What follows belongs to an exercise in optimizing a design on an open flow for small area and a short achievable clock period; a production flow would make more cautious choices.
RTL that was checked went through simulation tests only; none was proved equivalent to the original.

==> inputs of quartz <==
==> flow/design.v (excerpt) <==
module sidAudioPath (
  input  logic               clk,
  input  logic               rst,
  input  logic               sampleValid,
  input  logic signed [11:0] voice0,
  input  logic signed [11:0] voice1,
  input  logic signed [11:0] voice2,
  input  logic [7:0]         env0,
  input  logic [7:0]         env1,
  input  logic [7:0]         env2,
  input  logic [2:0]         filterRoute,
  input  logic [1:0]         mode,
  input  logic [15:0]        coef,
  input  logic [3:0]         volume,
  output logic signed [15:0] audioOut,
  output logic               audioValid
);
  logic val1, val2, val3, val4, val5, val6;
  logic rst_r;   
  always_ff @(posedge clk) begin
    val1       <= sampleValid & ~rst;
    val2       <= val1 & ~rst;
    val3       <= val2 & ~rst;
    val4       <= val3 & ~rst;
    val5       <= val4 & ~rst;
    val6       <= val5 & ~rst;
    audioValid <= val6 & ~rst;
    rst_r      <= rst;
  end
  logic [11:0] nv0_1, nv1_1, nv2_1;   
  wire  [11:0] v0_1 = ~nv0_1, v1_1 = ~nv1_1, v2_1 = ~nv2_1;
  logic [7:0]  e0_1, e1_1, e2_1;
  ...
clock: 20.0 ns
lec_check: 0
abc_area: 1
cap_margin: 20
core_margin: 2
core_utilization: 40
slew_margin: 20
standard.sh (not shown) runs the stock make flow with config.mk's settings and CLKGATE_MAP_FILE= SYNTH_SCRIPT=/design/flow/synth_recipe.tcl, a recipe that flattens the netlist after the stock synthesis.
==> flow/flow/run.sh <==
#!/bin/bash
# The standard layout with two changes in how it is made (the SDC is unchanged):
#  - after the standard synthesis, flow/invopt.py re-places the netlist's inverters around
#    its full adders and XOR gates (a full adder is self-dual, so each may compute the
#    complements of its outputs from complemented inputs; an XOR gate absorbs an inverted
#    input by becoming an XNOR); registers and all other cells are left as they are;
#  - the resizer's setup repair aims at a shorter period than the 20 ns constraint: paths
#    with less than MARGIN ns of slack are sized up and buffered.
set -euo pipefail
MARGIN=$(cat flow/margin.txt)
R=orfs/results/sky130hd/sidAudioPath/base
bash standard.sh synth > synth.log 2>&1
cp $R/1_2_yosys.v $R/1_2_yosys_std.v
python3 flow/invopt.py $R/1_2_yosys_std.v $R/1_2_yosys.v > invopt.log 2>&1
touch $R/1_2_yosys.v
bash standard.sh SETUP_SLACK_MARGIN=$MARGIN finish > standard.log 2>&1
==> flow/flow/margin.txt <==
14.7
Other scripts of this flow, unchanged in this note and not shown: flow/flow/invopt.py
==> fjord (differences from quartz) <==
==> flow/flow/margin.txt (replaced) <==
14.3
==> comparison <==
Against fjord, the utilization of quartz is higher by 0.96 points. In quartz the global-route usage is higher than in fjord, by 0.14 points. Final cell count: fjord is smaller than quartz (about 0.7%). Between quartz and fjord, the lower worst hold slack is in fjord (gap 0.0013 ns).

==> v18 <==
sidAudioPath, a different RTL version from the one above (not shown whole).
==> flow/config.mk <==
export PLATFORM = sky130hd
export DESIGN_NAME = sidAudioPath
export DESIGN_NICKNAME = sidAudioPath
export VERILOG_FILES = /design/flow/design.v
export SDC_FILE = /design/flow/constraint.sdc
export NUM_CORES = 4
export LEC_CHECK = 0
export ABC_AREA = 1
export CAP_MARGIN = 20
export CORE_MARGIN = 2
export CORE_UTILIZATION = 40
export CTS_BUF_LIST = sky130_fd_sc_hd__clkbuf_4 sky130_fd_sc_hd__clkbuf_8
export SLEW_MARGIN = 20
==> flow/constraint.sdc <==
create_clock -name core_clock -period 20.0 [get_ports {clk}]
set_input_delay 4.0000 -clock core_clock [delete_from_list [all_inputs] [get_ports {clk}]]
set_output_delay 4.0000 -clock core_clock [all_outputs]
set_load 0.01 [all_outputs]
Scripts as last shown in full above: flow/flow/run.sh
Other scripts of this flow, unchanged in this note and not shown: flow/flow/invopt.py, flow/flow/margin.txt
==> inputs of v17, as changes to v18 <==
--- a/flow/design.v
+++ b/flow/design.v
@@ -993,23 +993,22 @@
   wire m2as_761 = m2ap_656 ^ m2aG_741;
   wire m2as_762 = m2ap_657 ^ m2aG_727;
   wire m2as_763 = m2ap_658 ^ m2aG_743;
   wire m2as_764 = m2ap_659 ^ m2aG_717;
   wire m2as_765 = m2ap_660 ^ m2aG_745;
   wire m2as_766 = m2ap_661 ^ m2aG_729;
   wire m2as_767 = m2ap_662 ^ m2aG_747;
   wire [19:0] m2sum_768 = {m2as_767, m2as_766, m2as_765, m2as_764, m2as_763, m2as_762, m2as_761, m2as_760, m2as_759, m2as_758, m2as_757, m2as_756, m2as_755, m2as_754, m2as_753, m2as_752, m2as_751, m2as_750, m2as_749, m2ap_643};
-  logic [15:0] ns0_2, ns1_2, ns2_2;   
-  wire  [15:0] s0_2 = ~ns0_2, s1_2 = ~ns1_2, s2_2 = ~ns2_2;
+  logic [15:0] s0_2, s1_2, s2_2;
   logic [2:0]  rt_2;
   always_ff @(posedge clk) begin
-    ns0_2 <= ~m0sum_256[19:4];
-    ns1_2 <= ~m1sum_512[19:4];
-    ns2_2 <= ~m2sum_768[19:4];
+    s0_2 <= m0sum_256[19:4];
+    s1_2 <= m1sum_512[19:4];
+    s2_2 <= m2sum_768[19:4];
     rt_2 <= rt_1;
   end
   wire fss769 = (rt_2[0] & s0_2[0]) ^ (rt_2[1] & s1_2[0]);
   wire fsc769 = (rt_2[0] & s0_2[0]) & (rt_2[1] & s1_2[0]);
   wire fss770 = (rt_2[0] & s0_2[1]) ^ (rt_2[1] & s1_2[1]) ^ (rt_2[2] & s2_2[1]);
   wire fsc770 = ((rt_2[0] & s0_2[1]) & (rt_2[1] & s1_2[1])) | ((rt_2[0] & s0_2[1]) & (rt_2[2] & s2_2[1])) | ((rt_2[1] & s1_2[1]) & (rt_2[2] & s2_2[1]));
   wire fss771 = (rt_2[0] & s0_2[2]) ^ (rt_2[1] & s1_2[2]) ^ (rt_2[2] & s2_2[2]);
   wire fsc771 = ((rt_2[0] & s0_2[2]) & (rt_2[1] & s1_2[2])) | ((rt_2[0] & s0_2[2]) & (rt_2[2] & s2_2[2])) | ((rt_2[1] & s1_2[2]) & (rt_2[2] & s2_2[2]));
@@ -1298,21 +1297,19 @@
   wire dsas_1023 = dsap_930 ^ dsaG_1005;
   wire dsas_1024 = dsap_931 ^ dsaG_987;
   wire dsas_1025 = dsap_932 ^ dsaG_1007;
   wire dsas_1026 = dsap_933 ^ dsaG_993;
   wire dsas_1027 = dsap_934 ^ dsaG_1009;
   wire dsas_1028 = dsap_935 ^ dsaG_985;
   wire dsas_1029 = dsap_936 ^ dsaG_1011;
   wire [17:0] dssum_1030 = {dsas_1029, dsas_1028, dsas_1027, dsas_1026, dsas_1025, dsas_1024, dsas_1023, dsas_1022, dsas_1021, dsas_1020, dsas_1019, dsas_1018, dsas_1017, dsas_1016, dsas_1015, dsas_1014, dsas_1013, dsap_919};
-  logic [16:0]        nF3;   
-  wire signed [16:0]  F3 = ~nF3;
-  logic signed [16:0] D3;
+  logic signed [16:0] F3, D3;
   always_ff @(posedge clk) begin
-    nF3 <= ~((fssum_899[17] != fssum_899[16]) ? (fssum_899[17] ? -17'sd65536 : 17'sd65535) : fssum_899[16:0]);
+    F3 <= (fssum_899[17] != fssum_899[16]) ? (fssum_899[17] ? -17'sd65536 : 17'sd65535) : fssum_899[16:0];
     D3 <= (dssum_1030[17] != dssum_1030[16]) ? (dssum_1030[17] ? -17'sd65536 : 17'sd65535) : dssum_1030[16:0];
   end
   wire xone0_1031 = coef_r[0] ^ 1'b0;
   wire xtwo0_1032 = (coef_r[1] & ~coef_r[0] & ~1'b0) | (~coef_r[1] & coef_r[0] & 1'b0);
   wire xneg0_1033 = coef_r[1] & ~(coef_r[0] & 1'b0);
   wire xp0_0_1034 = (((xone0_1031 & F3[0]) | (xtwo0_1032 & 1'b0)) ^ xneg0_1033);
   wire xp0_1_1035 = (((xone0_1031 & F3[1]) | (xtwo0_1032 & F3[0])) ^ xneg0_1033);
   wire xp0_2_1036 = (((xone0_1031 & F3[2]) | (xtwo0_1032 & F3[1])) ^ xneg0_1033);
==> flow/config.mk (replaced) <==
export PLATFORM = sky130hd
export DESIGN_NAME = sidAudioPath
export DESIGN_NICKNAME = sidAudioPath
export VERILOG_FILES = /design/flow/design.v
export SDC_FILE = /design/flow/constraint.sdc
export NUM_CORES = 4
export LEC_CHECK = 0
export ABC_AREA = 1
export CAP_MARGIN = 20
export CORE_MARGIN = 2
export CORE_UTILIZATION = 40
export SLEW_MARGIN = 20
==> inputs of v20, as changes to v18 <==
==> flow/config.mk (replaced) <==
export PLATFORM = sky130hd
export DESIGN_NAME = sidAudioPath
export DESIGN_NICKNAME = sidAudioPath
export VERILOG_FILES = /design/flow/design.v
export SDC_FILE = /design/flow/constraint.sdc
export NUM_CORES = 4
export LEC_CHECK = 0
export ABC_AREA = 1
export CAP_MARGIN = 20
export CORE_MARGIN = 2
export CORE_UTILIZATION = 40
export SLEW_MARGIN = 20
==> qor summary <==
	v20	v17	v18
WP buf/inv	3	3	1
Multi-input gate share of the layout cell area	63.30%	63.17%	63.03%
CP max stage cell	sky130_fd_sc_hd__fa_1	sky130_fd_sc_hd__fa_1	sky130_fd_sc_hd__dfxtp_1
Run status	timing/DRC/antenna clean	timing/DRC/antenna clean	timing/DRC/antenna clean
Crit path capture type	flip-flop	flip-flop	output port
Avg Vias per Cell	5.209	5.149	5.172
Crit-path max cell delay	510 ps	500 ps	300 ps
Reg-to-reg critical path endpoint	nlp[15]$_SDFFE_PP1P_	nlp[11]$_SDFFE_PP1P_	nlp[11]$_SDFFE_PP1P_
Number of global-route vias before repair	28614	28530	28918
CTS Root Buffer Type	sky130_fd_sc_hd__clkbuf_16	sky130_fd_sc_hd__clkbuf_16	sky130_fd_sc_hd__clkbuf_8
Worst path required time	20570 ps	20490 ps	16000 ps
FF-to-FF path depth	26	28	24
No functional check of the RTL was part of any run of this note.

[afterwards: timing with drivers on the ports]
No port has a modelled driver above. Below, the same layouts with a new extraction and two added sets of constraints.
Step 1 sets driving cells, clkbuf_16 on the clock port and buf_2 on the other inputs (assumed; they add their load-dependent delay and slew).
Step 2 also shifts input and output timing later by t, the mid clock arrival at the registers, as if the neighbouring blocks saw the same clock.
Slacks: ideal ports / drivers / drivers and shift; pairs: ideal ports / drivers.
| run | t (ns) | setup slack, ns | worst data-port slew with drivers (ns) |
|---|---|---|---|
| quartz | 0.696 | 14.679 / 14.679 / 14.679 | 0.11 |
| fjord | 0.688 | 14.482 / 14.413 / 14.553 | 0.11 |
| v18 | 0.778 | 14.714 / 14.649 / 14.738 | 0.09 |
| v17 | 0.679 | 14.717 / 14.669 / 14.717 | 0.09 |
| v20 | 0.718 | 14.731 / 14.683 / 14.731 | 0.09 |
After both steps every run listed still meets setup and hold.
